From an optimization exercise on the open Yosys and OpenROAD flow, aimed at small area, a short achievable clock period and few clock cycles per item; shortcuts taken in it are not production practice.
Function was checked by simulation only, so behaviour that the tests miss may differ from the original.
Power is estimated from default activity; no workload was simulated.

[flow/run.sh]
#!/bin/bash
# synth_recipe.tcl (not shown) runs the flow's synth.tcl, then flattens the netlist and writes it again
# the make line also repeats each setting of config.mk as NAME=value (left out here)
make -C /OpenROAD-flow-scripts/flow DESIGN_CONFIG=/design/flow/config.mk WORK_HOME=/design/flow/orfs CLKGATE_MAP_FILE= SYNTH_SCRIPT=/design/flow/synth_recipe.tcl finish
[flow/design.v]
`default_nettype none
module cache_top (
  input  wire          clk,
  input  wire          reset,
  input  wire          cachereq_val,
  output wire          cachereq_rdy,
  input  wire  [2:0]   cachereq_type,
  input  wire  [31:0]  cachereq_addr,
  input  wire  [31:0]  cachereq_data,
  output wire          cacheresp_val,
  input  wire          cacheresp_rdy,
  output wire  [2:0]   cacheresp_type,
  output wire  [31:0]  cacheresp_data,
  output wire          memreq_val,
  input  wire          memreq_rdy,
  output wire          memreq_type,
  output wire  [31:0]  memreq_addr,
  output wire  [127:0] memreq_data,
  input  wire          memresp_val,
  output wire          memresp_rdy,
  input  wire  [127:0] memresp_data
);
  localparam int N = 12;
  localparam logic [2:0] T_READ  = 3'd0;
  localparam logic [2:0] T_WRITE = 3'd1;
  localparam logic [2:0] T_INIT  = 3'd2;
  localparam logic [2:0] T_ADD   = 3'd3;
  localparam logic [2:0] T_AND   = 3'd4;
  localparam logic [2:0] T_OR    = 3'd5;
  localparam logic [1:0] M_IDLE    = 2'd0;
  localparam logic [1:0] M_RD_WAIT = 2'd1;
  localparam logic [1:0] M_WB_REQ  = 2'd2;
  localparam logic [1:0] M_WB_WAIT = 2'd3;
  logic [27:0]  tag_q   [N];
  logic [127:0] data_q  [N];
  logic [3:0]   age_q   [N];
  logic [N-1:0] valid_q;
  logic [N-1:0] dirty_q;
  logic         r_val;
  logic [2:0]   r_type;
  logic [27:0]  r_line;
  logic [1:0]   r_word;
  logic [31:0]  r_wdata;
  logic         r_hit;
  logic [N-1:0] r_sel;    
  logic [1:0]   m_state;
  logic         wb_need;
  logic [27:0]  wb_line;
  logic [127:0] wb_data;
  logic         s_val;      
  logic [2:0]   s_type;
  logic [27:0]  s_line;
  logic [1:0]   s_word;
  logic [31:0]  s_wdata;
  logic         w_val;      
  logic [N-1:0] w_sel;
  logic [1:0]   w_word;
  logic [2:0]   w_type;
  logic [31:0]  w_old;
  logic [31:0]  w_wdata;
  logic         q0_val, q1_val;
  logic         q1_val_d;
  logic         rdy_q;      
  logic         mv_q;
  logic         mt_q;
  logic [27:0]  ma_q;
  logic         mr_q;
  logic         r_val_d;
  logic         r_hit_d;
  logic [27:0]  r_line_d;
  logic         s_val_d;
  logic [1:0]   m_state_d;
  logic [2:0]   q0_type, q1_type;
  logic [31:0]  q0_data, q1_data;
  logic r_store;      
  logic r_amo;
  logic q_space;
  logic hit_done;     
  logic refill_now;   
  logic miss_done;    
  logic r_done;
  logic hit_wr;       
  logic r_free;
  logic load_r;
  logic to_skid;
  logic rd_fire;
  logic resp_pop;
  assign r_store    = (r_type == T_WRITE) || (r_type == T_INIT);
  assign r_amo      = (r_type == T_ADD) || (r_type == T_AND) || (r_type == T_OR);
  assign q_space    = !q1_val;
  assign hit_done   = r_val && r_hit && q_space;
  assign refill_now = (m_state == M_RD_WAIT) && memresp_val && q_space;
  assign miss_done  = refill_now && !r_amo;
  assign r_done     = hit_done || miss_done;
  assign hit_wr     = hit_done && (r_type != T_READ);
  assign cachereq_rdy = rdy_q;
  assign r_free       = !r_val || r_done;
  assign load_r       = r_free && (s_val || cachereq_val);
  assign to_skid      = cachereq_val && !s_val && !r_free;
  assign memreq_val  = mv_q;
  assign memreq_type = mt_q;
  assign memreq_addr = {ma_q, 4'b0000};
  assign memreq_data = wb_data;
  assign memresp_rdy = mr_q;
  assign rd_fire     = (m_state == M_IDLE) && r_val && !r_hit && memreq_rdy;
  assign cacheresp_val  = q0_val;
  assign cacheresp_type = q0_type;
  assign cacheresp_data = q0_data;
  assign resp_pop       = q0_val && cacheresp_rdy;
  logic [2:0]   in_type;
  logic [27:0]  in_line;
  logic [1:0]   in_word;
  logic [31:0]  in_wdata;
  logic [N-1:0] in_hv;
  assign in_type  = s_val ? s_type  : cachereq_type;
  assign in_line  = s_val ? s_line  : cachereq_addr[31:4];
  assign in_word  = s_val ? s_word  : cachereq_addr[3:2];
  assign in_wdata = s_val ? s_wdata : cachereq_data;
  always_comb begin
    for (int e = 0; e < N; e++) begin
      if (refill_now && r_sel[e]) in_hv[e] = (in_line == r_line);
      else                         in_hv[e] = valid_q[e] && (tag_q[e] == in_line);
    end
  end
  logic [127:0] line_rd;
  logic [31:0]  old_word;
  logic [31:0]  new_word;
  logic [N-1:0] vict_d;
  logic         touch_any;
  logic [3:0]   touch_age;
  logic [3:0]   age_d [N];
  logic [27:0]  sel_line;
  logic         sel_dirty;
  always_comb begin
    line_rd   = '0;
    sel_line  = '0;
    sel_dirty = 1'b0;
    for (int e = 0; e < N; e++) begin
      if (r_sel[e]) begin
        line_rd   = line_rd | data_q[e];
        sel_line  = sel_line | tag_q[e];
        sel_dirty = sel_dirty | (valid_q[e] && dirty_q[e]);
      end
    end
  end
  always_comb begin
    case (w_type)
      T_ADD:   new_word = w_old + w_wdata;
      T_AND:   new_word = w_old & w_wdata;
      T_OR:    new_word = w_old | w_wdata;
      default: new_word = w_wdata;
    endcase
  end
  assign old_word = (w_val && (|(w_sel & r_sel)) && (w_word == r_word)) ? new_word
                                                                       : line_rd[r_word*32 +: 32];
  always_ff @(posedge clk) begin
    if (reset) begin
      w_val <= 1'b0;
    end else begin
      w_val <= hit_wr;
    end
  end
  always_ff @(posedge clk) begin
    if (hit_wr) begin
      w_sel   <= r_sel;
      w_word  <= r_word;
      w_type  <= r_type;
      w_old   <= old_word;
      w_wdata <= r_wdata;
    end
  end
  assign touch_any = hit_done || refill_now;
  always_comb begin
    touch_age = '0;
    for (int e = 0; e < N; e++) begin
      if (r_sel[e]) touch_age = touch_age | age_q[e];
    end
    for (int e = 0; e < N; e++) begin
      age_d[e] = age_q[e];
      if (touch_any) begin
        if (r_sel[e])                     age_d[e] = 4'(N - 1);
        else if (age_q[e] > touch_age)    age_d[e] = age_q[e] - 4'd1;
      end
      vict_d[e] = (age_d[e] == 4'd0);
    end
  end
  always_comb begin
    if (reset)        r_val_d = 1'b0;
    else if (load_r)  r_val_d = 1'b1;
    else if (r_done)  r_val_d = 1'b0;
    else              r_val_d = r_val;
    if (reset)        s_val_d = 1'b0;
    else if (to_skid) s_val_d = 1'b1;
    else if (r_free)  s_val_d = 1'b0;
    else              s_val_d = s_val;
    if (load_r)          r_hit_d = |in_hv;
    else if (refill_now) r_hit_d = 1'b1;
    else                 r_hit_d = r_hit;
    r_line_d = load_r ? in_line : r_line;
  end
  always_ff @(posedge clk) begin
    r_val <= r_val_d;
    s_val <= s_val_d;
    rdy_q <= !s_val_d;
  end
  always_ff @(posedge clk) begin
    if (to_skid) begin
      s_type  <= cachereq_type;
      s_line  <= cachereq_addr[31:4];
      s_word  <= cachereq_addr[3:2];
      s_wdata <= cachereq_data;
    end
  end
  always_ff @(posedge clk) begin
    if (load_r) begin
      r_type  <= in_type;
      r_line  <= in_line;
      r_word  <= in_word;
      r_wdata <= in_wdata;
      r_sel   <= (|in_hv) ? in_hv : vict_d;
    end
    r_hit <= r_hit_d;
  end
  always_comb begin
    m_state_d = m_state;
    case (m_state)
      M_IDLE:    if (rd_fire) m_state_d = M_RD_WAIT;
      M_RD_WAIT: if (refill_now) m_state_d = wb_need ? M_WB_REQ : M_IDLE;
      M_WB_REQ:  if (memreq_rdy) m_state_d = M_WB_WAIT;
      M_WB_WAIT: if (memresp_val) m_state_d = M_IDLE;
      default:   m_state_d = M_IDLE;
    endcase
    if (reset) m_state_d = M_IDLE;
  end
  always_ff @(posedge clk) begin
    m_state <= m_state_d;
    if (reset) begin
      wb_need <= 1'b0;
    end else if (rd_fire) begin
      wb_need <= sel_dirty;
    end
    mv_q <= ((m_state_d == M_IDLE) && r_val_d && !r_hit_d) || (m_state_d == M_WB_REQ);
    mt_q <= (m_state_d == M_WB_REQ);
    ma_q <= (m_state_d == M_WB_REQ) ? wb_line : r_line_d;
    mr_q <= ((m_state_d == M_RD_WAIT) && !q1_val_d) || (m_state_d == M_WB_WAIT);
  end
  always_ff @(posedge clk) begin
    if (rd_fire) begin
      wb_line <= sel_line;
      wb_data <= line_rd;
    end
  end
  logic [31:0] wd [4];
  always_comb begin
    for (int w = 0; w < 4; w++) begin
      if (refill_now) wd[w] = (r_store && (r_word == w)) ? r_wdata : memresp_data[w*32 +: 32];
      else            wd[w] = new_word;
    end
  end
  for (genvar e = 0; e < N; e++) begin : g_line
    logic wr_fill;
    assign wr_fill = refill_now && r_sel[e];
    for (genvar w = 0; w < 4; w++) begin : g_word
      always_ff @(posedge clk) begin
        if ((refill_now && r_sel[e]) || (w_val && w_sel[e] && (w_word == w))) begin
          data_q[e][w*32 +: 32] <= wd[w];
        end
      end
    end
    always_ff @(posedge clk) begin
      if (wr_fill) begin
        tag_q[e] <= r_line;
      end
    end
    always_ff @(posedge clk) begin
      if (reset) begin
        valid_q[e] <= 1'b0;
      end else if (wr_fill) begin
        valid_q[e] <= 1'b1;
      end
    end
    always_ff @(posedge clk) begin
      if (wr_fill) begin
        dirty_q[e] <= r_store;
      end else if (hit_wr && r_sel[e]) begin
        dirty_q[e] <= 1'b1;
      end
    end
    always_ff @(posedge clk) begin
      if (reset) begin
        age_q[e] <= 4'(e);
      end else begin
        age_q[e] <= age_d[e];
      end
    end
  end
  logic [2:0]  push_type;
  logic [31:0] push_data;
  assign push_type = r_type;
  always_comb begin
    if (r_store)       push_data = 32'd0;
    else if (hit_done) push_data = old_word;
    else               push_data = memresp_data[r_word*32 +: 32];
  end
  always_comb begin
    q1_val_d = q1_val;
    if (!q0_val || resp_pop) begin
      if (q1_val) q1_val_d = r_done;
    end else if (r_done) begin
      q1_val_d = 1'b1;
    end
    if (reset) q1_val_d = 1'b0;
  end
  always_ff @(posedge clk) begin
    q1_val <= q1_val_d;
    if (reset) begin
      q0_val <= 1'b0;
    end else if (!q0_val || resp_pop) begin
      q0_val <= q1_val || r_done;
    end
  end
  always_ff @(posedge clk) begin
    if (!q0_val || resp_pop) begin
      if (q1_val) begin
        q0_type <= q1_type;
        q0_data <= q1_data;
      end else begin
        q0_type <= push_type;
        q0_data <= push_data;
      end
    end
    if (r_done && ((q0_val && !resp_pop) || q1_val)) begin
      q1_type <= push_type;
      q1_data <= push_data;
    end
  end
endmodule
`default_nettype wire
[flow/config.mk]
export PLATFORM = sky130hd
export DESIGN_NAME = cache_top
export DESIGN_NICKNAME = cache_top
export VERILOG_FILES = /design/flow/design.v
export SDC_FILE = /design/flow/constraint.sdc
export NUM_CORES = 4
export LEC_CHECK = 0
export ABC_CLOCK_PERIOD_IN_PS = 3500
export CAP_MARGIN = 20
export CORE_MARGIN = 2
export CORE_UTILIZATION = 50
export PLACE_DENSITY = 0.6
export SETUP_SLACK_MARGIN = 4.0
export SLEW_MARGIN = 20
[flow/constraint.sdc]
create_clock -name core_clock -period 7.5 [get_ports {clk}]
set_input_delay 1.5000 -clock core_clock [delete_from_list [all_inputs] [get_ports {clk}]]
set_output_delay 1.5000 -clock core_clock [all_outputs]
set_load 0.01 [all_outputs]
==> out/metrics.csv, run 1 <==
stage;metric;value;unit
setup_path;CP max FO;7;
power_and_ir_drop;power density cells;253;mW/mm²
floorplan;Die ar.;0.205;mm²
synthesis;number of enable flip-flop cells after synthesis;2305;
place;Post-DP Area;0.109;mm²
synthesis;Seq/Total Area, Yosys;71.3;%
timing;Setup WS post-layout;3.84;ns
synthesis;Syn Area/Cell;15.3;µm²
synthesis;number of synthesized register bits;2434;
synthesis;Post-Syn Area;0.101;mm²
power_and_ir_drop;sw power;0.00781;W
detailed_routing;drt wl/cell;38.7;µm
clock_tree;CTS tree;built;
clock_tree;clk sink count;2434;
power_and_ir_drop;Clk pwr share;40.3;%
timing;setup violators final;0;
floorplan;I/O pin count;401;
layout;final instance area;0.126;mm²
floorplan;# rows;164;
synthesis;Mapped Cells;6562;
flow_run;max cap viols;0;
power_and_ir_drop;Seq pwr share;49.0;%
setup_path;Critical Path AT;4.30;ns
floorplan;core footprint;0.200;mm²
timing;min cycle time layout;3.66;ns
layout;number of fill cells;14500;
power_and_ir_drop;switching share of power;24.5;%
synthesis;cell taking the most area after synthesis;edfxtp_1;
detailed_routing;DRC violations left;0;
synthesis;Synth top area share;68.8;%
layout;multi-input logic area;0.0308;mm²
place;port bufs;394;
timing;fmax;0.273;GHz
global_routing;grt ovf;0;
place;hpwl dp;238000;µm
detailed_routing;ANT nets after route;0;
global_routing;first-pass GRT wire length;532000;µm
layout;most common cell after layout, fill and taps aside;edfxtp_1;
timing;Hold Worst Slack;0.475;ns
detailed_routing;routed via count;70500;
global_routing;GRT Resource Usage Total;37.6;%
global_routing;vias in the first global route;66100;
place;DP Worst Slack;2.01;ns
timing;Setup Skew;0.0782;ns
clock_tree;Post-CTS Hold Buffers;0;
layout;Layout Nets;7828;
synthesis;synth warn;6;
place;Inst Count DP;9420;
layout;layout cells sized above 1;23.2;%
detailed_routing;router iterations before antenna repair;6;
timing;Slew Limit Fails;0;
timing;slew margin rel.;19.6;%
setup_path;Startpoint Class;flop;
power_and_ir_drop;Leak;42.2;nW
power_and_ir_drop;combinational share of power;10.7;%
timing;RSZ-0062 raised after global routing;true;
layout;most frequent cells in the layout;edfxtp_1, buf_4, a22o_1;
setup_path;crit path kind;reg2reg;
power_and_ir_drop;internal power;0.0241;W
setup_path;Crit path required time;8.14;ns
clock_tree;CTS clock-pin slew for the worst setup and hold paths;0.06;ns
timing;final hold violation count;0;
clock_tree;Num CTS Buffers;276;
layout;Final Non-Filler Cells;10300;
layout;FF/Latch Area;0.0718;mm²
layout;Synth-to-Final Area Change;25.4;%
detailed_routing;Via-to-Cell Ratio;6.81;
synthesis;distinct cell type count after synthesis;85;
synthesis;largest cells by area after synthesis;edfxtp_1, a22o_1, a221oi_1;
floorplan;Die Y;453;µm
run_status;status;no timing/DRC/antenna violations;
clock_tree;Clock Root Buffer;clkbuf_16;
synthesis;top_reg_cell synth;edfxtp_1;
floorplan;die extent in x;453;µm
detailed_routing;final WL;400000;µm
detailed_routing;DR iter-0 viols;10500;
synthesis;asr flop ratio synth;0;%
clock_tree;CTS H-Tree Depth;5;
global_routing;largest net degree at the start of global routing;120;
timing;worst slew pin tran;1.20;ns
setup_path;CP endpoint kind;flop;
timing;setup tns final;0;ns
global_routing;initial antenna violation count;16;
place;routability cong.;0.986;
min_path;Hold Path Class;reg2reg;
clock_tree;Longest Clk Path Bufs;4;
timing;period utilisation layout;48.8;%
clock_tree;worst skew pair latency;0.95;ns
power_and_ir_drop;VDD IR-drop max;0.000265;V
floorplan;initial core utilization;50.4;%
-- per-layer routing --
| layer | GRT usage (%) | routed length [µm] | share of wire (%) | up-vias |
|---|---|---|---|---|
| li1 | - | - | - | 28200 |
| met1 | 46.9 | 137000 | 34 | 35800 |
| met2 | 58.3 | 182000 | 45 | 5216 |
| met3 | 7.82 | 44000 | 11 | 1284 |
| met4 | 27.7 | 37700 | 9.4 | 10 |
| met5 | 0 | 69 | 0.017 | - |
-- critical path: stages (launching register included) --
cell	delay (ns)
edfxtp_1	0.47
buf_4	0.18
buf_6	0.12
buf_16	0.15
buf_6	0.13
a22o_1	0.19
a221oi_2	0.20
nand3_2	0.23
mux4_2	0.78
mux2_4	0.37
a211oi_4	0.26
nor2_2	0.09
a21oi_2	0.14
o21ai_1	0.07
-- synth_stat cells (all sizes together), types with 8 or more instances --
library cell	number
a211oi	21
a21o	23
a21oi	165
a221oi	456
a22o	459
a22oi	67
a311oi	13
a31oi	155
and2	39
and3	27
buf	192
clkbuf	235
dfxtp	129
edfxtp	2305
ha	124
inv	144
mux2	99
mux2i	48
mux4	59
nand2	470
nand2b	18
nand3	181
nand4	55
nor2	198
nor2b	18
nor3	58
nor4	88
o211ai	12
o21a	25
o21ai	108
o22ai	45
o31ai	12
or2	8
or3	9
xnor2	360
xor2	46
-- final timing paths --
check,start,endpoint,slack (ns),cells past startpoint
worst max-delay path,r_sel[3],q0_data[22],3.84,13
worst max register to register,r_sel[3],q0_data[22],3.84,13
worst min register to register,wb_line[0],ma_q[0],0.48,1
worst min-delay path,wb_line[0],ma_q[0],0.48,1
-- power by group through the flow --
stage / clock (W) / combinational (W) / sequential [W]
2_1_floorplan: 0 / 0.00136 / 0.0158
3_3_place_gp: 0 / 0.00268 / 0.0159
3_5_place_dp: 0 / 0.00270 / 0.0159
4_1_cts: 0.0129 / 0.00310 / 0.0156
5_1_grt: 0.0134 / 0.00348 / 0.0156
6_report: 0.0129 / 0.00342 / 0.0156
-- layout make-up --
cell class                      count  share of cell area [%]
Sequential cell                  2434                    56.9
Tap cell                         2656                    2.63
Clock buffer                      352                    5.86
Inverter                          144                   0.444
Multi-Input combinational cell   3564                    24.4
Clock inverter                    113                   0.753
Antenna cell                        3                 0.00595
Timing Repair Buffer             1082                    9.03
-- metrics by stage --
stage	utilization, %	total power [W]
finish	63.2	0.0319
global route	63.2	0.0326
CTS	61.3	0.0316
detailed placement	54.7	0.0186
global placement	54.6	0.0186
floorplan	-	0.0172
-- what timing repair did --
item | in CTS | in global routing
gates cloned | 25 | 18
buffers inserted | 218 | 199
gates resized for setup | 364 | 314
pin swaps | 69 | 105
endpoints found under the setup margin | 2000 | 1105
-- logic make-up (layout without fill, tap and decap cells) --
| group | Yosys count | in the layout | share of synthesized area [%] |
|---|---|---|---|
| DFF | 2434 | 2434 | 71.3 |
| AOI/OAI and AO/OA | 1632 | 1632 | 12.5 |
| and+or+nand+nor | 1187 | 1191 | 5.48 |
| buffers and inverters | 571 | 1691 | 2.43 |
| xor gates and xnor gates | 406 | 406 | 3.53 |
| muxes | 206 | 206 | 3.14 |
| adders and majority gates | 125 | 125 | 1.56 |
| other | 1 | 7 | 0.00373 |
-- flip-flops by register name (all words and copies together), names as in the netlist, 48 cells and up --
register	cells
wb_data	128
tag_q	336
data_q	1536
age_q	48
Testbench counts, summed over its fixed seeds: cycles 16,774, requests 12,000.
==> inputs of run 2 (changes only) <==
--- a/flow/design.v
+++ b/flow/design.v
@@ -22,3 +22,3 @@
 );
-  localparam int N = 12;
+  localparam int N = 10;
   localparam logic [2:0] T_READ  = 3'd0;
@@ -35,3 +35,3 @@
   logic [127:0] data_q  [N];
-  logic [3:0]   age_q   [N];
+  logic [2:0]   rr_q    [N];    
   logic [N-1:0] valid_q;
@@ -41,3 +41,3 @@
   logic [27:0]  r_line;
-  logic [1:0]   r_word;
+  logic [3:0]   r_wsel;     
   logic [31:0]  r_wdata;
@@ -56,3 +56,3 @@
   logic [N-1:0] w_sel;
-  logic [1:0]   w_word;
+  logic [3:0]   w_wsel;
   logic [2:0]   w_type;
@@ -60,2 +60,6 @@
   logic [31:0]  w_wdata;
+  logic         x_val;      
+  logic [N-1:0] x_sel;
+  logic [3:0]   x_wsel;
+  logic [31:0]  x_new;
   logic         q0_val, q1_val;
@@ -72,2 +76,4 @@
   logic [1:0]   m_state_d;
+  logic [N-1:0] miss_sel_d;
+  logic         pend_d;
   logic [2:0]   q0_type, q1_type;
@@ -82,2 +88,3 @@
   logic hit_wr;       
+  logic w_load;
   logic r_free;
@@ -90,7 +97,8 @@
   assign q_space    = !q1_val;
-  assign hit_done   = r_val && r_hit && q_space;
-  assign refill_now = (m_state == M_RD_WAIT) && memresp_val && q_space;
-  assign miss_done  = refill_now && !r_amo;
+  assign hit_done   = r_val && r_hit && q_space && !w_add_stall;
+  assign refill_now = (m_state == M_RD_WAIT) && memresp_val && mr_q;
+  assign miss_done  = refill_now;
   assign r_done     = hit_done || miss_done;
   assign hit_wr     = hit_done && (r_type != T_READ);
+  assign w_load     = hit_wr || (refill_now && r_amo);
   assign cachereq_rdy = rdy_q;
@@ -104,3 +112,3 @@
   assign memresp_rdy = mr_q;
-  assign rd_fire     = (m_state == M_IDLE) && r_val && !r_hit && memreq_rdy;
+  assign rd_fire     = (m_state == M_IDLE) && mv_q && memreq_rdy;
   assign cacheresp_val  = q0_val;
@@ -127,6 +135,4 @@
   logic [31:0]  new_word;
-  logic [N-1:0] vict_d;
-  logic         touch_any;
-  logic [3:0]   touch_age;
-  logic [3:0]   age_d [N];
+  logic [N-1:0] vict;
+  logic         has7;
   logic [27:0]  sel_line;
@@ -153,4 +159,43 @@
   end
-  assign old_word = (w_val && (|(w_sel & r_sel)) && (w_word == r_word)) ? new_word
-                                                                       : line_rd[r_word*32 +: 32];
+  logic [31:0] line_word;
+  logic [31:0] mem_word;
+  logic [31:0] w_logic;
+  logic        byp_w;
+  logic        byp_x;
+  logic        w_add_stall;
+  always_comb begin
+    line_word = '0;
+    mem_word  = '0;
+    for (int w = 0; w < 4; w++) begin
+      if (r_wsel[w]) begin
+        line_word = line_word | line_rd[w*32 +: 32];
+        mem_word  = mem_word | memresp_data[w*32 +: 32];
+      end
+    end
+  end
+  always_comb begin
+    case (w_type)
+      T_AND:   w_logic = w_old & w_wdata;
+      T_OR:    w_logic = w_old | w_wdata;
+      default: w_logic = w_wdata;
+    endcase
+  end
+  assign byp_w       = w_val && (|(w_sel & r_sel)) && (|(w_wsel & r_wsel));
+  assign byp_x       = x_val && (|(x_sel & r_sel)) && (|(x_wsel & r_wsel));
+  assign w_add_stall = byp_w && (w_type == T_ADD);
+  assign old_word    = byp_w ? w_logic : (byp_x ? x_new : line_word);
+  always_ff @(posedge clk) begin
+    if (reset) begin
+      x_val <= 1'b0;
+    end else begin
+      x_val <= w_val;
+    end
+  end
+  always_ff @(posedge clk) begin
+    if (w_val) begin
+      x_sel  <= w_sel;
+      x_wsel <= w_wsel;
+      x_new  <= new_word;
+    end
+  end
   always_ff @(posedge clk) begin
@@ -159,3 +204,3 @@
     end else begin
-      w_val <= hit_wr;
+      w_val <= w_load;
     end
@@ -163,7 +208,7 @@
   always_ff @(posedge clk) begin
-    if (hit_wr) begin
+    if (w_load) begin
       w_sel   <= r_sel;
-      w_word  <= r_word;
+      w_wsel  <= r_wsel;
       w_type  <= r_type;
-      w_old   <= old_word;
+      w_old   <= hit_done ? old_word : mem_word;
       w_wdata <= r_wdata;
@@ -171,15 +216,21 @@
   end
-  assign touch_any = hit_done || refill_now;
   always_comb begin
-    touch_age = '0;
+    logic [N-1:0] c2, c1, c0;
+    logic         m2, m1, m0;
+    logic         seen;
+    has7 = 1'b0;
+    for (int e = 0; e < N; e++) has7 = has7 | (rr_q[e] == 3'd7);
+    m2 = 1'b0;
+    for (int e = 0; e < N; e++) m2 = m2 | (!r_sel[e] && rr_q[e][2]);
+    for (int e = 0; e < N; e++) c2[e] = !r_sel[e] && (rr_q[e][2] || !m2);
+    m1 = 1'b0;
+    for (int e = 0; e < N; e++) m1 = m1 | (c2[e] && rr_q[e][1]);
+    for (int e = 0; e < N; e++) c1[e] = c2[e] && (rr_q[e][1] || !m1);
+    m0 = 1'b0;
+    for (int e = 0; e < N; e++) m0 = m0 | (c1[e] && rr_q[e][0]);
+    for (int e = 0; e < N; e++) c0[e] = c1[e] && (rr_q[e][0] || !m0);
+    seen = 1'b0;
     for (int e = 0; e < N; e++) begin
-      if (r_sel[e]) touch_age = touch_age | age_q[e];
-    end
-    for (int e = 0; e < N; e++) begin
-      age_d[e] = age_q[e];
-      if (touch_any) begin
-        if (r_sel[e])                     age_d[e] = 4'(N - 1);
-        else if (age_q[e] > touch_age)    age_d[e] = age_q[e] - 4'd1;
-      end
-      vict_d[e] = (age_d[e] == 4'd0);
+      vict[e] = c0[e] && !seen;
+      seen    = seen | c0[e];
     end
@@ -195,5 +246,5 @@
     else              s_val_d = s_val;
-    if (load_r)          r_hit_d = |in_hv;
-    else if (refill_now) r_hit_d = 1'b1;
-    else                 r_hit_d = r_hit;
+    r_hit_d = load_r ? (|in_hv) : r_hit;
+    miss_sel_d = load_r ? vict : r_sel;
+    pend_d     = (w_load && (|(r_sel & miss_sel_d))) || (w_val && (|(w_sel & miss_sel_d)));
     r_line_d = load_r ? in_line : r_line;
@@ -217,5 +268,8 @@
       r_line  <= in_line;
-      r_word  <= in_word;
+      r_wsel  <= 4'b0001 << in_word;
       r_wdata <= in_wdata;
-      r_sel   <= (|in_hv) ? in_hv : vict_d;
+      r_sel   <= (|in_hv) ? in_hv : vict;
+    end
+    if (reset) begin
+      r_sel <= '0;
     end
@@ -241,6 +295,7 @@
     end
-    mv_q <= ((m_state_d == M_IDLE) && r_val_d && !r_hit_d) || (m_state_d == M_WB_REQ);
+    mv_q <= ((m_state_d == M_IDLE) && r_val_d && !r_hit_d && !pend_d) ||
+            (m_state_d == M_WB_REQ);
     mt_q <= (m_state_d == M_WB_REQ);
     ma_q <= (m_state_d == M_WB_REQ) ? wb_line : r_line_d;
-    mr_q <= ((m_state_d == M_RD_WAIT) && !q1_val_d) || (m_state_d == M_WB_WAIT);
+    mr_q <= ((m_state_d == M_RD_WAIT) && !q1_val_d && !w_val) || (m_state_d == M_WB_WAIT);
   end
@@ -255,4 +310,4 @@
     for (int w = 0; w < 4; w++) begin
-      if (refill_now) wd[w] = (r_store && (r_word == w)) ? r_wdata : memresp_data[w*32 +: 32];
-      else            wd[w] = new_word;
+      if (refill_now) wd[w] = (r_store && r_wsel[w]) ? r_wdata : memresp_data[w*32 +: 32];
+      else            wd[w] = x_new;
     end
@@ -264,3 +319,3 @@
       always_ff @(posedge clk) begin
-        if ((refill_now && r_sel[e]) || (w_val && w_sel[e] && (w_word == w))) begin
+        if ((refill_now && r_sel[e]) || (x_val && x_sel[e] && x_wsel[w])) begin
           data_q[e][w*32 +: 32] <= wd[w];
@@ -283,3 +338,3 @@
       if (wr_fill) begin
-        dirty_q[e] <= r_store;
+        dirty_q[e] <= (r_type != T_READ);
       end else if (hit_wr && r_sel[e]) begin
@@ -290,5 +345,9 @@
       if (reset) begin
-        age_q[e] <= 4'(e);
-      end else begin
-        age_q[e] <= age_d[e];
+        rr_q[e] <= 3'd7;
+      end else if (refill_now && r_sel[e]) begin
+        rr_q[e] <= 3'd6;
+      end else if (hit_done && r_sel[e]) begin
+        rr_q[e] <= 3'd0;
+      end else if (refill_now && !has7) begin
+        rr_q[e] <= rr_q[e] + 3'd1;
       end
@@ -302,3 +361,3 @@
     else if (hit_done) push_data = old_word;
-    else               push_data = memresp_data[r_word*32 +: 32];
+    else               push_data = mem_word;
   end
--- a/flow/config.mk
+++ b/flow/config.mk
@@ -7,3 +7,3 @@
 export LEC_CHECK = 0
-export ABC_CLOCK_PERIOD_IN_PS = 3500
+export ABC_CLOCK_PERIOD_IN_PS = 3200
 export CAP_MARGIN = 20
@@ -12,3 +12,3 @@
 export PLACE_DENSITY = 0.6
-export SETUP_SLACK_MARGIN = 4.0
+export SETUP_SLACK_MARGIN = 4.2
 export SLEW_MARGIN = 20
==> run 2 against run 1 <==
Still clean on timing, DRC and antenna. Flip-flop and latch count shrank 287. Utilization grew 1.5 points. Synthesized cell count shrank 11%. Via count shrank 10%. Setup slack gained 0.051 ns. Register-to-register slack gained 0.05 ns. Sequential share of layout area shrank 0.57 points. Wire length shrank 12%. Global-route usage shrank 0.38 points. Critical path depth is the same. Sequential power shrank about 10%. Die area shrank 13%. Largest power group unchanged.
==> out/metrics.csv, run 2 <==
stage;metric;value;unit;change
synthesis;Seq/Total Area, Yosys;72.1;%;was 71.3%
synthesis;distinct cell type count after synthesis;89;;was 85
detailed_routing;final WL;351000;µm;was 400000 µm
synthesis;Mapped Cells;5871;;was 6562
layout;layout cells sized above 1;25.3;%;was 23.2%
timing;setup violators final;0;;unchanged
setup_path;Startpoint Class;flop;;unchanged
layout;biggest regs;data_q x1280, tag_q x280, wb_data x128;;was data_q x1536, tag_q x336, wb_data x128
timing;RSZ-0062 raised after global routing;true;;unchanged
synthesis;asr flop ratio synth;0;%;unchanged
layout;max reg flops;1280;;was 1536
synthesis;Post-Syn Area;0.0877;mm²;was 0.101 mm²
setup_path;worst r2r src;w_old[0];;was r_sel[3]
place;Inst Count DP;8374;;was 9420
global_routing;first-pass GRT wire length;463000;µm;was 532000 µm
power_and_ir_drop;VDD IR-drop max;0.000275;V;was 0.000265 V
setup_path;CP endpoint kind;flop;;unchanged
setup_path;critical path launch point;w_old[0];;was r_sel[3]
synthesis;number of synthesized register bits;2147;;was 2434
detailed_routing;DRC violations left;0;;unchanged
layout;most flop-heavy register;data_q;;unchanged
timing;Slew Limit Fails;0;;unchanged
floorplan;core footprint;0.174;mm²;was 0.200 mm²
setup_path;worst r2r path cells;13;;unchanged
run_status;status;no timing/DRC/antenna violations;;unchanged
global_routing;vias in the first global route;57600;;was 66100
min_path;Hold Path Class;reg2reg;;unchanged
synthesis;top_reg_cell synth;edfxtp_1;;unchanged
clock_tree;Longest Clk Path Bufs;3;;was 4
layout;most common cell after layout, fill and taps aside;edfxtp_1;;unchanged
setup_path;Crit path required time;8.09;ns;was 8.14 ns
timing;final hold violation count;0;;unchanged
timing;setup tns final;0;ns;unchanged
clock_tree;CTS clock-pin slew for the worst setup and hold paths;0.06;ns;about the same
synthesis;number of enable flip-flop cells after synthesis;2027;;was 2305
floorplan;Die ar.;0.179;mm²;was 0.205 mm²
synthesis;top cells by count, synth;edfxtp_1, a22oi_1, nand2_1;;was edfxtp_1, nand2_1, a22o_1
clock_tree;clk sink count;2147;;was 2434
place;hpwl dp;211000;µm;was 238000 µm
timing;Setup Skew;0.0781;ns;was 0.0782 ns
detailed_routing;routed via count;63400;;was 70500
layout;Layout Nets;7108;;was 7828
place;routability cong.;1.02;;was 0.986
timing;slew margin rel.;24.8;%;was 19.6%
floorplan;Die Y;423;µm;was 453 µm
detailed_routing;drt wl/cell;37.6;µm;was 38.7 µm
synthesis;Syn Area/Cell;14.9;µm²;was 15.3 µm²
setup_path;RR Endpoint;x_new[30];;was q0_data[22]
synthesis;synth warn;5;;was 6
place;port bufs;394;;unchanged
clock_tree;CTS H-Tree Depth;4;;was 5
synthesis;most numerous cell in the Yosys netlist;edfxtp_1;;unchanged
place;Post-DP Area;0.0951;mm²;was 0.109 mm²
synthesis;largest cells by area after synthesis;edfxtp_1, a22oi_1, xnor2_1;;was edfxtp_1, a22o_1, a221oi_1
timing;period utilisation layout;48.1;%;was 48.8%
layout;Synth-to-Final Area Change;28.2;%;was 25.4%
clock_tree;Num CTS Buffers;214;;was 276
layout;Final Non-Filler Cells;9340;;was 10300
clock_tree;worst skew pair latency;0.91;ns;was 0.95 ns
detailed_routing;Via-to-Cell Ratio;6.79;;was 6.81
power_and_ir_drop;Final Power;0.0299;W;was 0.0319 W
clock_tree;Clock Root Buffer;clkbuf_16;;unchanged
floorplan;initial core utilization;50.4;%;about the same
timing;Hold Worst Slack;0.456;ns;was 0.475 ns
timing;worst slew pin tran;1.12;ns;was 1.20 ns
setup_path;CP endpoint;x_new[30];;was q0_data[22]
global_routing;grt ovf;0;;unchanged
global_routing;largest net degree at the start of global routing;83;;was 120
power_and_ir_drop;Leak;37.9;nW;was 42.2 nW
power_and_ir_drop;power density cells;266;mW/mm²;was 253 mW/mm²
floorplan;die extent in x;423;µm;was 453 µm
synthesis;Synth top area share;69.4;%;was 68.8%
setup_path;crit path kind;reg2reg;;unchanged
layout;most frequent cells in the layout;edfxtp_1, a22oi_1, buf_4;;was edfxtp_1, buf_4, a22o_1
detailed_routing;ANT nets after route;0;;unchanged
timing;min cycle time layout;3.61;ns;was 3.66 ns
floorplan;# rows;153;;was 164
synthesis;cell taking the most area after synthesis;edfxtp_1;;unchanged
layout;number of fill cells;12500;;was 14500
clock_tree;Post-CTS Hold Buffers;0;;unchanged
global_routing;GRT Resource Usage Total;37.2;%;was 37.6%
layout;final instance area;0.112;mm²;was 0.126 mm²
setup_path;Critical Path AT;4.19;ns;was 4.30 ns
setup_path;CP max FO;2;;was 7
detailed_routing;router iterations before antenna repair;7;;was 6
timing;fmax;0.277;GHz;was 0.273 GHz
clock_tree;CTS tree;built;;unchanged
floorplan;I/O pin count;401;;unchanged
detailed_routing;DR iter-0 viols;10700;;was 10500
flow_run;max cap viols;0;;unchanged
global_routing;initial antenna violation count;8;;was 16
setup_path;R2R Setup Slk;3.89;ns;was 3.84 ns
==> run 2: timing repair <==
item	4_1_cts	5_1_grt
cloned	27	25
endpoints found under the setup margin	3213	961
pin swaps	188	196
resized for setup	560	463
setup buffers	297	207
==> run 2: per-stage QoR <==
stage / utilization (%) / setup WS [ns]
floorplan: - / 1.63
global placement: 54.6 / 1.95
detailed placement: 54.7 / 1.83
CTS: 62.0 / 3.83
global route: 64.6 / 3.80
finish: 64.6 / 3.89
==> run 2: worst max-delay path, cell delays in order, from the launching register on <==
cell and delay [ns]:
edfxtp_1 0.43, ha_4 0.20, fa_2 0.35, a211oi_2 0.25
o21ai_1 0.12, a31o_2 0.27, a21o_1 0.18, a41o_1 0.29
o211ai_1 0.26, a31oi_2 0.16, a221o_1 0.36, a21oi_2 0.14
xor2_1 0.17, o22ai_1 0.11
==> run 2: cells by family after synthesis <==
| logic type | Yosys count | synth area share (%) |
|---|---|---|
| AOI/OAI and AO/OA | 1546 | 13.1 |
| xor gates and xnor gates | 344 | 3.43 |
| adders and majority gates | 85 | 1.22 |
| buffers and inverters | 501 | 2.24 |
| DFF | 2147 | 72.1 |
| muxes | 148 | 1.83 |
| other | 1 | 0.00427 |
| and+or+nand+nor | 1099 | 6.03 |
==> run 2: routing by layer <==
metal	up-vias	share of wire, %	track usage [%]
li1	25400	-	-
met1	32000	36	50.8
met2	4992	42	53.0
met3	950	14	10.7
met4	4	7.4	21.9
met5	-	0.0083	0
==> run 2: cell type report <==
class | count | area, µm² | area share, %
flip-flops and latches | 2147 | 63300 | 56.3
clock inverters | 133 | 1330 | 1.18
repair buffers | 1117 | 11500 | 10.2
clock buffers | 272 | 5660 | 5.04
well taps | 2325 | 2910 | 2.59
diodes | 4 | 10.0 | 0.00890
inverters | 107 | 418 | 0.372
multi-input cells | 3235 | 27300 | 24.3
==> run 2: worst min path at each step <==
stage	to	cells after the start	startpoint
floorplan	w_sel[2]	0	r_sel[2]
global route	x_wsel[3]	0	w_wsel[3]
finish	x_wsel[3]	0	w_wsel[3]
detailed placement	x_wsel[3]	0	w_wsel[3]
CTS	x_wsel[3]	0	w_wsel[3]
global placement	x_wsel[1]	0	w_wsel[1]
==> run 2: report_power, final <==
part	internal, W	total (W)	switching [W]
Sequential	0.0137	0.0140	0.000355
Combinational	0.00195	0.00514	0.00318
Clock	0.00596	0.0107	0.00477
Total	0.0216	0.0299	0.00831
Testbench counts of run 2, summed over its fixed seeds: cycles 15,729, requests 12,000.
==> inputs of run 3 (changes only) <==
--- a/flow/design.v
+++ b/flow/design.v
@@ -22,3 +22,3 @@
 );
-  localparam int N = 10;
+  localparam int N = 9;
   localparam logic [2:0] T_READ  = 3'd0;
@@ -42,2 +42,3 @@
   logic [3:0]   r_wsel;     
+  logic [3:0]   r_rsel;     
   logic [31:0]  r_wdata;
@@ -159,4 +160,2 @@
   end
-  logic [31:0] line_word;
-  logic [31:0] mem_word;
   logic [31:0] w_logic;
@@ -165,12 +164,4 @@
   logic        w_add_stall;
-  always_comb begin
-    line_word = '0;
-    mem_word  = '0;
-    for (int w = 0; w < 4; w++) begin
-      if (r_wsel[w]) begin
-        line_word = line_word | line_rd[w*32 +: 32];
-        mem_word  = mem_word | memresp_data[w*32 +: 32];
-      end
-    end
-  end
+  logic [3:0]  sl_line;
+  logic [3:0]  sl_mem;
   always_comb begin
@@ -182,6 +173,14 @@
   end
-  assign byp_w       = w_val && (|(w_sel & r_sel)) && (|(w_wsel & r_wsel));
-  assign byp_x       = x_val && (|(x_sel & r_sel)) && (|(x_wsel & r_wsel));
+  assign byp_w       = w_val && (|(w_sel & r_sel)) && (|(w_wsel & r_rsel));
+  assign byp_x       = x_val && (|(x_sel & r_sel)) && (|(x_wsel & r_rsel));
   assign w_add_stall = byp_w && (w_type == T_ADD);
-  assign old_word    = byp_w ? w_logic : (byp_x ? x_new : line_word);
+  assign sl_line     = r_rsel & {4{r_hit && !byp_w && !byp_x}};
+  assign sl_mem      = r_rsel & {4{!r_hit}};
+  always_comb begin
+    old_word = (byp_w ? w_logic : '0) | ((byp_x && !byp_w) ? x_new : '0);
+    for (int w = 0; w < 4; w++) begin
+      old_word = old_word | (sl_line[w] ? line_rd[w*32 +: 32] : '0)
+                          | (sl_mem[w] ? memresp_data[w*32 +: 32] : '0);
+    end
+  end
   always_ff @(posedge clk) begin
@@ -212,3 +211,3 @@
       w_type  <= r_type;
-      w_old   <= hit_done ? old_word : mem_word;
+      w_old   <= old_word;
       w_wdata <= r_wdata;
@@ -269,2 +268,3 @@
       r_wsel  <= 4'b0001 << in_word;
+      r_rsel  <= ((in_type == T_WRITE) || (in_type == T_INIT)) ? 4'b0000 : (4'b0001 << in_word);
       r_wdata <= in_wdata;
@@ -359,5 +359,3 @@
   always_comb begin
-    if (r_store)       push_data = 32'd0;
-    else if (hit_done) push_data = old_word;
-    else               push_data = mem_word;
+    push_data = old_word;
   end
--- a/flow/config.mk
+++ b/flow/config.mk
@@ -11,2 +11,4 @@
 export CORE_UTILIZATION = 50
+export CTS_CLUSTER_DIAMETER = 70
+export CTS_CLUSTER_SIZE = 20
 export PLACE_DENSITY = 0.6
==> run 3 against run 2 <==
Register-to-register slack worse by 0.17 ns. Global-route usage about the same. Clock-buffer cell count down 117. Via count down 12%. Sequential power down about 10%. Final area down 13%. Synthesized cell count down 8.1%. Clock skew down 0.039 ns.
==> out/metrics.csv, run 3 <==
stage;metric;value;unit;change
synthesis;cell taking the most area after synthesis;edfxtp_1;;unchanged
synthesis;Mapped Cells;5393;;was 5871
synthesis;Synth Area in Compound Gates;12.7;%;was 13.1%
clock_tree;CTS H-Tree Depth;4;;unchanged
synthesis;top_reg_cell synth;edfxtp_1;;unchanged
detailed_routing;ANT nets after route;0;;unchanged
layout;layout cells sized above 1;19.8;%;was 25.3%
clock_tree;Num CTS Buffers;136;;was 214
detailed_routing;Via-to-Cell Ratio;6.74;;was 6.79
timing;worst slew pin tran;1.23;ns;was 1.12 ns
floorplan;die extent in x;407;µm;was 423 µm
synthesis;Syn Area/Cell;15.0;µm²;was 14.9 µm²
synthesis;distinct cell type count after synthesis;88;;was 89
global_routing;initial antenna violation count;59;;was 8
global_routing;largest net degree at the start of global routing;161;;was 83
layout;most common cell after layout, fill and taps aside;edfxtp_1;;unchanged
place;routability cong.;0.983;;was 1.02
global_routing;GRT Resource Usage Total;37.2;%;about the same
clock_tree;worst skew pair latency;0.81;ns;was 0.91 ns
clock_tree;CTS tree;built;;unchanged
setup_path;R2R Setup Slk;3.73;ns;was 3.89 ns
synthesis;Post-Syn Area;0.0810;mm²;was 0.0877 mm²
setup_path;RR Endpoint;mv_q;;was x_new[30]
setup_path;worst r2r src;w_type[1];;was w_old[0]
layout;most frequent cells in the layout;edfxtp_1, clkdlybuf4s50_1, nand2_1;;was edfxtp_1, a22oi_1, buf_4
global_routing;vias in the first global route;52200;;was 57600
timing;setup violators final;0;;unchanged
synthesis;number of synthesized register bits;1987;;was 2147
synthesis;mux cell area share after synthesis;1.94;%;was 1.83%
synthesis;number of enable flip-flop cells after synthesis;1872;;was 2027
setup_path;Crit path required time;8.22;ns;was 8.09 ns
place;hpwl dp;199000;µm;was 211000 µm
detailed_routing;final WL;314000;µm;was 351000 µm
layout;max reg flops;1152;;was 1280
floorplan;Die ar.;0.165;mm²;was 0.179 mm²
min_path;Hold Crit Start;w_wsel[0];;was w_wsel[3]
power_and_ir_drop;VDD IR-drop max;0.000241;V;was 0.000275 V
min_path;Hold Path Class;reg2reg;;unchanged
timing;Slew Limit Fails;0;;unchanged
setup_path;CP max FO;24;;was 2
timing;final hold violation count;0;;unchanged
timing;slew margin rel.;17.8;%;was 24.8%
synthesis;asr flop ratio synth;0;%;unchanged
run_status;status;no timing/DRC/antenna violations;;unchanged
min_path;hold depth;0;;unchanged
timing;period utilisation layout;50.3;%;was 48.1%
timing;Setup Skew;0.0394;ns;was 0.0781 ns
setup_path;Critical Path AT;4.50;ns;was 4.19 ns
setup_path;Startpoint Class;flop;;unchanged
clock_tree;Longest Clk Path Bufs;3;;unchanged
timing;RSZ-0062 raised after global routing;true;;unchanged
floorplan;initial core utilization;50.4;%;about the same
power_and_ir_drop;power density cells;232;mW/mm²;was 266 mW/mm²
layout;Layout Nets;6283;;was 7108
global_routing;grt ovf;0;;unchanged
synthesis;XOR/XNOR Fraction of Synth Area;3.46;%;was 3.43%
clock_tree;Clock Root Buffer;clkbuf_16;;unchanged
clock_tree;clk sink count;1987;;was 2147
timing;fmax;0.265;GHz;was 0.277 GHz
detailed_routing;router iterations before antenna repair;7;;unchanged
power_and_ir_drop;Leak;32.3;nW;was 37.9 nW
synthesis;post-synthesis adder-cell area fraction;1.29;%;was 1.22%
detailed_routing;routed via count;55700;;was 63400
setup_path;worst r2r path cells;10;;was 13
floorplan;# rows;147;;was 153
layout;biggest regs;data_q x1152, tag_q x252, wb_data x128;;was data_q x1280, tag_q x280, wb_data x128
detailed_routing;DRC violations left;0;;unchanged
detailed_routing;DR iter-0 viols;8472;;was 10700
synthesis;largest family of logic cells by synthesized area;compound AO/OA/AOI/OAI gates;;unchanged
synthesis;top cells by count, synth;edfxtp_1, nand2_1, xnor2_1;;was edfxtp_1, a22oi_1, nand2_1
setup_path;CP endpoint kind;flop;;unchanged
floorplan;I/O pin count;401;;unchanged
layout;most flop-heavy register;data_q;;unchanged
clock_tree;CTS clock-pin slew for the worst setup and hold paths;0.08;ns;was 0.06 ns
min_path;Worst Hold Path EP;x_wsel[0];;was x_wsel[3]
global_routing;first-pass GRT wire length;422000;µm;was 463000 µm
synthesis;Seq/Total Area, Yosys;72.2;%;was 72.1%
synthesis;post-synthesis simple-gate area fraction;6.01;%;was 6.03%
timing;min cycle time layout;3.77;ns;was 3.61 ns
layout;Synth-to-Final Area Change;20.8;%;was 28.2%
timing;setup tns final;0;ns;unchanged
setup_path;crit path kind;reg2reg;;unchanged
floorplan;core footprint;0.161;mm²;was 0.174 mm²
place;port bufs;394;;unchanged
synthesis;most numerous cell in the Yosys netlist;edfxtp_1;;unchanged
detailed_routing;drt wl/cell;38.0;µm;was 37.6 µm
timing;Hold Worst Slack;0.466;ns;was 0.456 ns
synthesis;synth warn;5;;unchanged
floorplan;Die Y;407;µm;was 423 µm
synthesis;largest cells by area after synthesis;edfxtp_1, xnor2_1, dfxtp_1;;was edfxtp_1, a22oi_1, xnor2_1
flow_run;max cap viols;0;;unchanged
synthesis;Synth top area share;69.4;%;about the same
run 3: changes by cell type after synthesis, sizes merged, moves of 35 or more:
cell,change
nor2,-35
edfxtp,-155
clkbuf,-65
nand3,+183
a31oi,-37
a222oi,+158
a22oi,-364
nand4,-156
run 3: kinds of logic after synthesis:
group | Yosys count
AO/OA/AOI/OAI | 1342
XOR/XNOR | 320
adder cells (fa/ha/maj) | 83
buffers and inverters | 461
flip-flops | 1987
multiplexers | 145
other | 1
AND/OR/NAND/NOR | 1054
run 3: layer usage:
layer / part of all wire (%) / global-route usage, % / vias up
met5: 0.12 / 0 / -
met4: 9.5 / 28.4 / 56
met3: 11 / 9.99 / 956
met2: 45 / 57.7 / 3812
met1: 34 / 44.5 / 28100
li1: - / - / 22800
run 3: where the power goes:
group          switching, W  internal (W)  total [W]  leakage, nW
registers          0.000203        0.0124     0.0126         17.9
clock network       0.00398       0.00365    0.00763         2.07
logic               0.00157      0.000954    0.00253         12.3
total               0.00575        0.0170     0.0227         32.3
run 3: final cells by class:
cell class,count,area (µm²)
Antenna cell,24,60.1
Clock buffer,155,3520
Clock inverter,62,762
Fill cell,12200,62900
Inverter,111,477
Multi-Input combinational cell,2948,23700
Sequential cell,1987,58600
Tap cell,2160,2700
Timing Repair Buffer,812,8050
Timing Repair inverter,3,26.3
run 3: critical path, cell delays in order, from the launching register on:
cell,delay [ns]
edfxtp_1,0.42
nor2b_2,0.16
buf_4,0.37
nand2_2,0.33
o21a_4,0.39
o21ai_0,0.94
nand3_1,0.23
inv_1,0.18
o21ai_0,0.11
o41ai_1,0.36
a2bb2oi_2,0.17
run 3: stage by stage:
stage	power, W	std cells	instance area (µm²)	util [%]	setup WS [ns]
2_1_floorplan	0.0138	5396	81300	-	1.74
3_3_place_gp	0.0149	7771	88100	54.8	1.56
3_5_place_dp	0.0149	7771	88100	54.8	1.72
4_1_cts	0.0226	8155	96400	60.0	3.78
5_1_grt	0.0232	8240	97800	60.9	3.79
6_report	0.0227	8262	97900	60.9	3.73
run 3: worst max-delay path by stage:
stage	start	endpoint	slack [ns]
global route	w_wdata[1]	x_new[31]	3.79
detailed placement	cachereq_addr[24]	mv_q	1.72
finish	w_type[1]	mv_q	3.73
global placement	cachereq_addr[11]	mv_q	1.56
floorplan	memreq_rdy	wb_need	1.74
CTS	w_wdata[1]	x_new[31]	3.78
run 3: what timing repair did:
action,4_1_cts,5_1_grt
pin swaps,64,72
hold buffers,0,0
gates resized for setup,432,144
setup buffers,158,79
cloned,9,4
endpoints found under the setup margin,2235,747
Testbench counts of run 3, summed over its fixed seeds: cycles 16,345, requests 12,000.
==> inputs of run 4 (changes only) <==
--- a/flow/design.v
+++ b/flow/design.v
@@ -22,3 +22,3 @@
 );
-  localparam int N = 9;
+  localparam int N = 10;
   localparam logic [2:0] T_READ  = 3'd0;
==> flow/flow/run.sh (new file) <==
#!/bin/bash
# The standard layout, with the port buffers that buffer_ports inserts made
# plain buffers (buf_4) instead of the default delay cells, so that the
# fixed input and output delays are not lengthened by slow port buffers.
set -euo pipefail
export BUFFER_PORTS_ARGS="-buffer_cell sky130_fd_sc_hd__buf_4"
bash standard.sh > flow_make.log 2>&1
==> flow/standard.sh (new file) <==
#!/bin/bash
# synth_recipe.tcl (not shown) runs the flow's synth.tcl, then flattens the netlist and writes it again
# the make line also repeats each setting of config.mk as NAME=value (left out here)
make -C /OpenROAD-flow-scripts/flow DESIGN_CONFIG=/design/flow/config.mk WORK_HOME=/design/flow/orfs CLKGATE_MAP_FILE= SYNTH_SCRIPT=/design/flow/synth_recipe.tcl "${@:-finish}"
removed: flow/run.sh
==> run 4 against run 3 <==
Die area increased by 7.7%. Non-clock buffer count increased by 77. Cell count increased by 7.6%. Via count increased by 8.3%. Combinational power increased by 14%. Global-route usage decreased by 0.92 points. Sequential share of layout area increased by 1.1 points. Final area increased by 6.3%. Utilization decreased by 0.95 points. Maximum frequency increased by 6.7%. Register-to-register slack improved by 0.24 ns. Synthesized area increased by 7.8%. Critical endpoint unchanged. Highest routed layer unchanged.
==> out/metrics.csv, run 4 <==
stage;metric;value;unit;change
place;routability cong.;1.06;;was 0.983
setup_path;Crit path largest cell delay;0.44;ns;was 0.94 ns
detailed_routing;Via-to-Cell Ratio;6.79;;was 6.74
min_path;Hold Crit Start;w_wsel[3];;was w_wsel[0]
floorplan;Die Y;422;µm;was 407 µm
floorplan;# rows;153;;was 147
clock_tree;CTS H-Tree Depth;4;;unchanged
min_path;Worst Hold Path EP;x_wsel[3];;was x_wsel[0]
min_path;hold depth;0;;unchanged
layout;FF/Latch Area;0.0634;mm²;was 0.0586 mm²
synthesis;Mapped Cells;5812;;was 5393
synthesis;asr flop ratio synth;0;%;unchanged
global_routing;grt ovf;0;;unchanged
setup_path;Critical Path AT;4.26;ns;was 4.50 ns
clock_tree;Num CTS Buffers;142;;was 136
timing;period utilisation layout;47.2;%;was 50.3%
synthesis;cell taking the most area after synthesis;edfxtp_1;;unchanged
global_routing;largest net degree at the start of global routing;110;;was 161
layout;layout cells sized above 1;24.3;%;was 19.8%
layout;most flop-heavy register;data_q;;unchanged
timing;Setup WS post-layout;3.96;ns;was 3.73 ns
synthesis;top cells by count, synth;edfxtp_1, a22oi_1, nand2_1;;was edfxtp_1, nand2_1, xnor2_1
flow_run;max cap viols;0;;unchanged
power_and_ir_drop;VDD IR-drop max;0.000245;V;was 0.000241 V
synthesis;number of enable flip-flop cells after synthesis;2031;;was 1872
timing;slew margin rel.;22.2;%;was 17.8%
setup_path;worst r2r path cells;14;;was 10
layout;Synth-to-Final Area Change;19.2;%;was 20.8%
clock_tree;CTS tree;built;;unchanged
timing;setup violators final;0;;unchanged
timing;Hold Worst Slack;0.452;ns;was 0.466 ns
floorplan;initial core utilization;50.3;%;was 50.4%
clock_tree;clk sink count;2151;;was 1987
detailed_routing;DRC violations left;0;;unchanged
layout;multi-input logic area;0.0249;mm²;was 0.0237 mm²
floorplan;I/O pin count;401;;unchanged
power_and_ir_drop;Leak;34.5;nW;was 32.3 nW
layout;number of fill cells;13200;;was 12200
timing;min cycle time layout;3.54;ns;was 3.77 ns
clock_tree;Longest Clk Path Bufs;3;;unchanged
synthesis;most numerous cell in the Yosys netlist;edfxtp_1;;unchanged
min_path;Hold Path Class;reg2reg;;unchanged
synthesis;Synth top area share;69.8;%;was 69.4%
run_status;status;no timing/DRC/antenna violations;;unchanged
setup_path;CP max FO;6;;was 24
detailed_routing;routed via count;60400;;was 55700
setup_path;worst r2r src;s_val;;was w_type[1]
synthesis;synth warn;5;;unchanged
detailed_routing;ANT nets after route;0;;unchanged
floorplan;Die ar.;0.178;mm²;was 0.165 mm²
synthesis;Post-Syn Area;0.0873;mm²;was 0.0810 mm²
place;hpwl dp;205000;µm;was 199000 µm
clock_tree;CTS clock-pin slew for the worst setup and hold paths;0.09;ns;was 0.08 ns
power_and_ir_drop;power density cells;237;mW/mm²;was 232 mW/mm²
synthesis;number of synthesized register bits;2151;;was 1987
setup_path;CP endpoint kind;flop;;unchanged
floorplan;die extent in x;422;µm;was 407 µm
synthesis;largest cells by area after synthesis;edfxtp_1, a22oi_1, dfxtp_1;;was edfxtp_1, xnor2_1, dfxtp_1
timing;Setup Skew;0.0382;ns;was 0.0394 ns
layout;Layout Nets;6763;;was 6283
clock_tree;worst skew pair latency;0.83;ns;was 0.81 ns
floorplan;core footprint;0.174;mm²;was 0.161 mm²
clock_tree;Clock Root Buffer;clkbuf_16;;unchanged
timing;fmax;0.283;GHz;was 0.265 GHz
detailed_routing;final WL;335000;µm;was 314000 µm
timing;final hold violation count;0;;unchanged
setup_path;CP top delay family;simple AND/OR/NAND/NOR gates;;was compound AO/OA/AOI/OAI gates
global_routing;GRT Resource Usage Total;36.3;%;was 37.2%
timing;RSZ-0062 raised after global routing;true;;unchanged
synthesis;top_reg_cell synth;edfxtp_1;;unchanged
synthesis;Seq/Total Area, Yosys;72.6;%;was 72.2%
layout;biggest regs;data_q x1280, tag_q x280, wb_data x128;;was data_q x1152, tag_q x252, wb_data x128
setup_path;CP max stage cell;nor4_4;;was o21ai_0
timing;setup tns final;0;ns;unchanged
setup_path;Critical path buffers and inverters;5;;was 2
detailed_routing;DR iter-0 viols;9766;;was 8472
global_routing;initial antenna violation count;19;;was 59
layout;max reg flops;1280;;was 1152
synthesis;Syn Area/Cell;15.0;µm²;about the same
layout;most common cell after layout, fill and taps aside;edfxtp_1;;unchanged
global_routing;first-pass GRT wire length;449000;µm;was 422000 µm
detailed_routing;router iterations before antenna repair;8;;was 7
setup_path;RR Endpoint;mv_q;;unchanged
clock_tree;Post-CTS Hold Buffers;0;;unchanged
detailed_routing;drt wl/cell;37.7;µm;was 38.0 µm
layout;most frequent cells in the layout;edfxtp_1, buf_4, a22oi_1;;was edfxtp_1, clkdlybuf4s50_1, nand2_1
timing;worst slew pin tran;1.17;ns;was 1.23 ns
setup_path;crit path kind;reg2reg;;unchanged
place;DP Worst Slack;2.09;ns;was 1.72 ns
setup_path;R2R Setup Slk;3.96;ns;was 3.73 ns
setup_path;Crit path required time;8.22;ns;about the same
timing;Slew Limit Fails;0;;unchanged
setup_path;crit-path cells;buf_12 > buf_16 > mux2i_2 > buf_6 > buf_4 > xor2_1 > nand4_1 > nor4_4 > or3_4 > nor4_4 > buf_4 > o2111ai_2 > o21bai_1 > a31o_1;;was nor2b_2 > buf_4 > nand2_2 > o21a_4 > o21ai_0 > nand3_1 > inv_1 > o21ai_0 > o41ai_1 > a2bb2oi_2
place;port bufs;394;;unchanged
synthesis;distinct cell type count after synthesis;77;;was 88
setup_path;Startpoint Class;flop;;unchanged
global_routing;vias in the first global route;55500;;was 52200
run 4: layer usage:
layer,global-route usage [%],vias up,routed length [µm]
met1,47.2,30700,120000
li1,-,24500,-
met5,0,-,65
met3,8.79,887,39000
met2,54.3,4281,148000
met4,24.6,10,27700
run 4: worst max path at each step:
stage | from | to | slack [ns] | cells past startpoint
after floorplan | memreq_rdy | wb_need | 1.63 | 5
after global placement | cachereq_addr[22] | mv_q | 2.14 | 12
after detailed placement | r_sel[5] | mv_q | 2.09 | 14
after CTS | w_type[2] | w_wdata[2] | 3.95 | 7
after global routing | s_val | mv_q | 3.91 | 17
final | s_val | mv_q | 3.96 | 14
run 4: where the power goes:
group	internal (W)	switching, W	total (W)
sequential	0.0134	0.000234	0.0136
clock	0.00402	0.00418	0.00820
combinational	0.00100	0.00188	0.00289
run 4: metrics by stage:
step                power (W)  utilization, %  std cells  instance area, µm²
detailed placement     0.0162            53.9       8320               93600
floorplan              0.0149               -       5815               87400
finish                 0.0247            59.9       8890              104000
global route           0.0252            59.9       8883              104000
CTS                    0.0245            58.7       8764              102000
global placement       0.0162            53.8       8318               93500
run 4: area by class of cell:
type,count,area share [%]
multi-input cells,3192,23.9
clock inverters,44,0.581
clock buffers,181,3.77
well taps,2325,2.80
repair buffers,889,7.61
inverters,101,0.376
diodes,7,0.0168
flip-flops and latches,2151,61.0
run 4: repair_timing:
item	in CTS	in global routing
gates resized for setup	297	171
cloned	16	10
endpoints found under the setup margin	1593	781
pin swaps	77	81
buffers inserted	203	108
run 4: kinds of logic after synthesis:
group | share of synthesized area (%)
XOR/XNOR | 3.43
multiplexers | 1.86
other | 0.00429
flip-flops | 72.6
AO/OA/AOI/OAI | 12.6
buffers and inverters | 2.15
AND/OR/NAND/NOR | 6.14
adder cells (fa/ha/maj) | 1.23
Testbench counts of run 4, summed over its fixed seeds: cycles 15,722, requests 12,000.
==> inputs of run 5 (changes only) <==
--- a/flow/design.v
+++ b/flow/design.v
@@ -22,3 +22,3 @@
 );
-  localparam int N = 10;
+  localparam int N = 9;
   localparam logic [2:0] T_READ  = 3'd0;
==> run 5 against run 4 <==
Clock skew up 0.0091 ns. Sequential power shrank 7%. Setup slack worse by 0.11 ns. Via count fell by 8.4%. Clock-buffer cell count fell by 31. Utilization decreased by 0.16 points. Wire length is 6.9% lower. Non-clock buffer count down 112. Clock power shrank 7.4%. Synthesized area is 7.2% lower. Critical path type unchanged. Largest cell class unchanged. Largest power group unchanged.
==> out/metrics.csv, run 5 <==
stage;metric;value;unit;change
global_routing;grt ovf;0;;unchanged
synthesis;Seq/Total Area, Yosys;72.2;%;was 72.6%
detailed_routing;DR iter-0 viols;7948;;was 9766
setup_path;Critical Path AT;4.19;ns;was 4.26 ns
synthesis;number of enable flip-flop cells after synthesis;1872;;was 2031
detailed_routing;router iterations before antenna repair;10;;was 8
flow_run;max cap viols;0;;unchanged
floorplan;die extent in x;407;µm;was 422 µm
power_and_ir_drop;VDD IR-drop max;0.000236;V;was 0.000245 V
setup_path;Crit path largest cell delay;0.43;ns;was 0.44 ns
floorplan;initial core utilization;50.4;%;was 50.3%
global_routing;initial antenna violation count;58;;was 19
synthesis;Synth top area share;69.4;%;was 69.8%
place;hpwl dp;199000;µm;was 205000 µm
setup_path;Crit path required time;8.03;ns;was 8.22 ns
timing;setup violators final;0;;unchanged
global_routing;first-pass GRT wire length;417000;µm;was 449000 µm
clock_tree;clk sink count;1987;;was 2151
timing;Setup Skew;0.0473;ns;was 0.0382 ns
setup_path;CP endpoint kind;flop;;unchanged
setup_path;CP max stage cell;edfxtp_1;;was nor4_4
synthesis;cell taking the most area after synthesis;edfxtp_1;;unchanged
detailed_routing;ANT nets after route;0;;unchanged
timing;Slew Limit Fails;0;;unchanged
layout;layout cells sized above 1;24.4;%;was 24.3%
timing;RSZ-0062 raised after global routing;true;;unchanged
place;routability cong.;0.992;;was 1.06
timing;setup tns final;0;ns;unchanged
timing;final hold violation count;0;;unchanged
power_and_ir_drop;power density cells;235;mW/mm²;was 237 mW/mm²
clock_tree;CTS H-Tree Depth;4;;unchanged
clock_tree;worst skew pair latency;0.83;ns;about the same
setup_path;most frequent CP cell;a211o_1;;
detailed_routing;final WL;312000;µm;was 335000 µm
clock_tree;CTS clock-pin slew for the worst setup and hold paths;0.08;ns;was 0.09 ns
global_routing;largest net degree at the start of global routing;161;;was 110
detailed_routing;DRT met1 WL;105000;µm;was 120000 µm
floorplan;Die Y;407;µm;was 422 µm
synthesis;most numerous cell in the Yosys netlist;edfxtp_1;;unchanged
floorplan;core footprint;0.161;mm²;was 0.174 mm²
synthesis;top_reg_cell synth;edfxtp_1;;unchanged
clock_tree;Longest Clk Path Bufs;3;;unchanged
setup_path;crit path kind;reg2reg;;unchanged
run_status;status;no timing/DRC/antenna violations;;unchanged
detailed_routing;drt wl/cell;38.0;µm;was 37.7 µm
synthesis;asr flop ratio synth;0;%;unchanged
timing;Hold Worst Slack;0.478;ns;was 0.452 ns
synthesis;largest cells by area after synthesis;edfxtp_1, xnor2_1, dfxtp_1;;was edfxtp_1, a22oi_1, dfxtp_1
timing;fmax;0.274;GHz;was 0.283 GHz
synthesis;distinct cell type count after synthesis;88;;was 77
global_routing;vias in the first global route;51100;;was 55500
floorplan;# rows;147;;was 153
layout;number of fill cells;12400;;was 13200
clock_tree;Clock Root Buffer;clkbuf_16;;unchanged
detailed_routing;DRC violations left;0;;unchanged
setup_path;crit-path cells;inv_2 > ha_4 > a211o_1 > a2111oi_4 > o311ai_1 > buf_4 > o2111ai_2 > o211ai_1 > o41a_1 > a211o_1 > a21oi_4 > xor2_2 > o21ai_2;;was buf_12 > buf_16 > mux2i_2 > buf_6 > buf_4 > xor2_1 > nand4_1 > nor4_4 > or3_4 > nor4_4 > buf_4 > o2111ai_2 > o21bai_1 > a31o_1
detailed_routing;Top Layer Used;met5;;unchanged
min_path;Hold Path Class;reg2reg;;unchanged
layout;Synth-to-Final Area Change;18.6;%;was 19.2%
detailed_routing;met3 WL;34600;µm;was 39000 µm
floorplan;Die ar.;0.165;mm²;was 0.178 mm²
timing;worst slew pin tran;1.16;ns;was 1.17 ns
global_routing;GRT Resource Usage Total;36.9;%;was 36.3%
layout;most common cell after layout, fill and taps aside;edfxtp_1;;unchanged
place;port bufs;394;;unchanged
timing;min cycle time layout;3.65;ns;was 3.54 ns
clock_tree;CTS tree;built;;unchanged
timing;slew margin rel.;22.1;%;was 22.2%
layout;Layout Nets;6249;;was 6763
detailed_routing;Via-to-Cell Ratio;6.73;;was 6.79
detailed_routing;routed wl met2;144000;µm;was 148000 µm
clock_tree;Num CTS Buffers;135;;was 142
layout;biggest regs;data_q x1152, tag_q x252, wb_data x128;;was data_q x1280, tag_q x280, wb_data x128
layout;most frequent cells in the layout;edfxtp_1, buf_4, nand2_1;;was edfxtp_1, buf_4, a22oi_1
synthesis;number of synthesized register bits;1987;;was 2151
synthesis;Syn Area/Cell;15.0;µm²;about the same
synthesis;synth warn;5;;unchanged
floorplan;I/O pin count;401;;unchanged
layout;most flop-heavy register;data_q;;unchanged
timing;period utilisation layout;48.7;%;was 47.2%
detailed_routing;routed via count;55300;;was 60400
power_and_ir_drop;Leak;32.1;nW;was 34.5 nW
synthesis;top cells by count, synth;edfxtp_1, nand2_1, xnor2_1;;was edfxtp_1, a22oi_1, nand2_1
layout;max reg flops;1152;;was 1280
synthesis;Post-Syn Area;0.0810;mm²;was 0.0873 mm²
synthesis;Mapped Cells;5393;;was 5812
setup_path;Startpoint Class;flop;;unchanged
setup_path;CP max FO;3;;was 6
run 5: cell types whose count changed after synthesis, sizes merged, moves of 30 or more:
cell,before,now
a21oi,118,148
a222oi,0,158
a22oi,510,245
a32oi,36,1
clkbuf,301,247
edfxtp,2031,1872
nand3,95,247
nand4,203,33
o21ai,117,86
xnor2,246,299
xor2,96,21
run 5: what timing repair did:
item                       4_1_cts  5_1_grt
setup endpoints to repair      987      352
resized for setup              243      168
pin swaps                       41       65
hold buffers                     0        0
setup buffers                  113       84
cloned                          11        8
run 5: power breakdown:
group          internal (W)  total, W  switching (W)
registers            0.0124    0.0126       0.000207
logic              0.000856   0.00237        0.00152
clock network       0.00359   0.00759        0.00400
run 5: critical path, delay by kind of cell, from the launching register on:
family | cells | cell delay (ns)
buf+inv | 2 | 0.26
xor+xnor | 1 | 0.17
compound gates | 9 | 2.33
flops | 1 | 0.43
fa+ha+maj | 1 | 0.20
run 5: metrics by stage:
step                      instances  instance area, µm²  total power [W]  setup slack [ns]  utilization, %
after global placement         7771               87200           0.0149              1.74            54.2
after CTS                      8108               94100           0.0225              3.73            58.6
after detailed placement       7771               87200           0.0149              1.72            54.3
after global routing           8201               96000           0.0231              3.76            59.7
after floorplan                5396               81300           0.0138              1.74               -
final                          8223               96100           0.0226              3.85            59.8
run 5: cell type report:
cell class	instances	area (µm²)	share of cell area, %
diodes	22	55.1	0.0573
clock buffers	150	3500	3.64
clock inverters	63	757	0.788
inverters	111	477	0.496
multi-input cells	2950	23100	24.0
flip-flops and latches	1987	58600	61.0
well taps	2160	2700	2.81
repair buffers	777	6940	7.22
repair inverters	3	25.0	0.0260
run 5: routing by layer:
metal	GRT usage, %	up-vias
li1	-	22700
met1	44.4	27900
met2	58.2	3727
met3	9.70	918
met4	25.7	60
met5	0	-
run 5: cell families after synthesis:
logic type,Yosys count,share of synthesized area (%)
flip-flops,1987,72.2
XOR/XNOR,320,3.46
AND/OR/NAND/NOR,1054,6.01
AO/OA/AOI/OAI,1342,12.7
multiplexers,145,1.94
adder cells (fa/ha/maj),83,1.29
other,1,0.00463
buffers and inverters,461,2.31
run 5: path summary, 6_finish.rpt:
| path | start | to | slack (ns) | cells past startpoint |
|---|---|---|---|---|
| hold / removal | wb_line[10] | ma_q[10] | 0.48 | 1 |
| setup / recovery | w_old[1] | x_new[31] | 3.85 | 13 |
| hold reg to reg | wb_line[10] | ma_q[10] | 0.48 | 1 |
| setup reg to reg | w_old[1] | x_new[31] | 3.85 | 13 |
Testbench counts of run 5, summed over its fixed seeds: cycles 16,345, requests 12,000.

[re-timing with driven ports]
The flow's constraints put no driver on any port. The routed layouts listed below were extracted and timed again, unchanged, in two steps. Step 1 sets driving cells, clkbuf_16 on the clock port and buf_2 on the other inputs (assumed; they add their load-dependent delay and slew). Step 2 times the ports against the registers' clock, not the clock port: input delays grow and output delays shrink by t, the midpoint of the rising clock arrivals with the driver on. Three values: no drivers, after step 1, after step 2; two values: the first two.
run | t, ns | slack for setup (ns)
run 1 | 1.002 | 3.843 / 3.843 / 2.921
run 2 | 0.964 | 3.894 / 3.894 / 3.041
run 3 | 0.882 | 3.726 / 3.726 / 3.027
run 4 | 0.899 | 3.961 / 3.961 / 3.148
run 5 | 0.887 | 3.847 / 3.847 / 3.069
After both steps setup and hold are still met in every run listed.
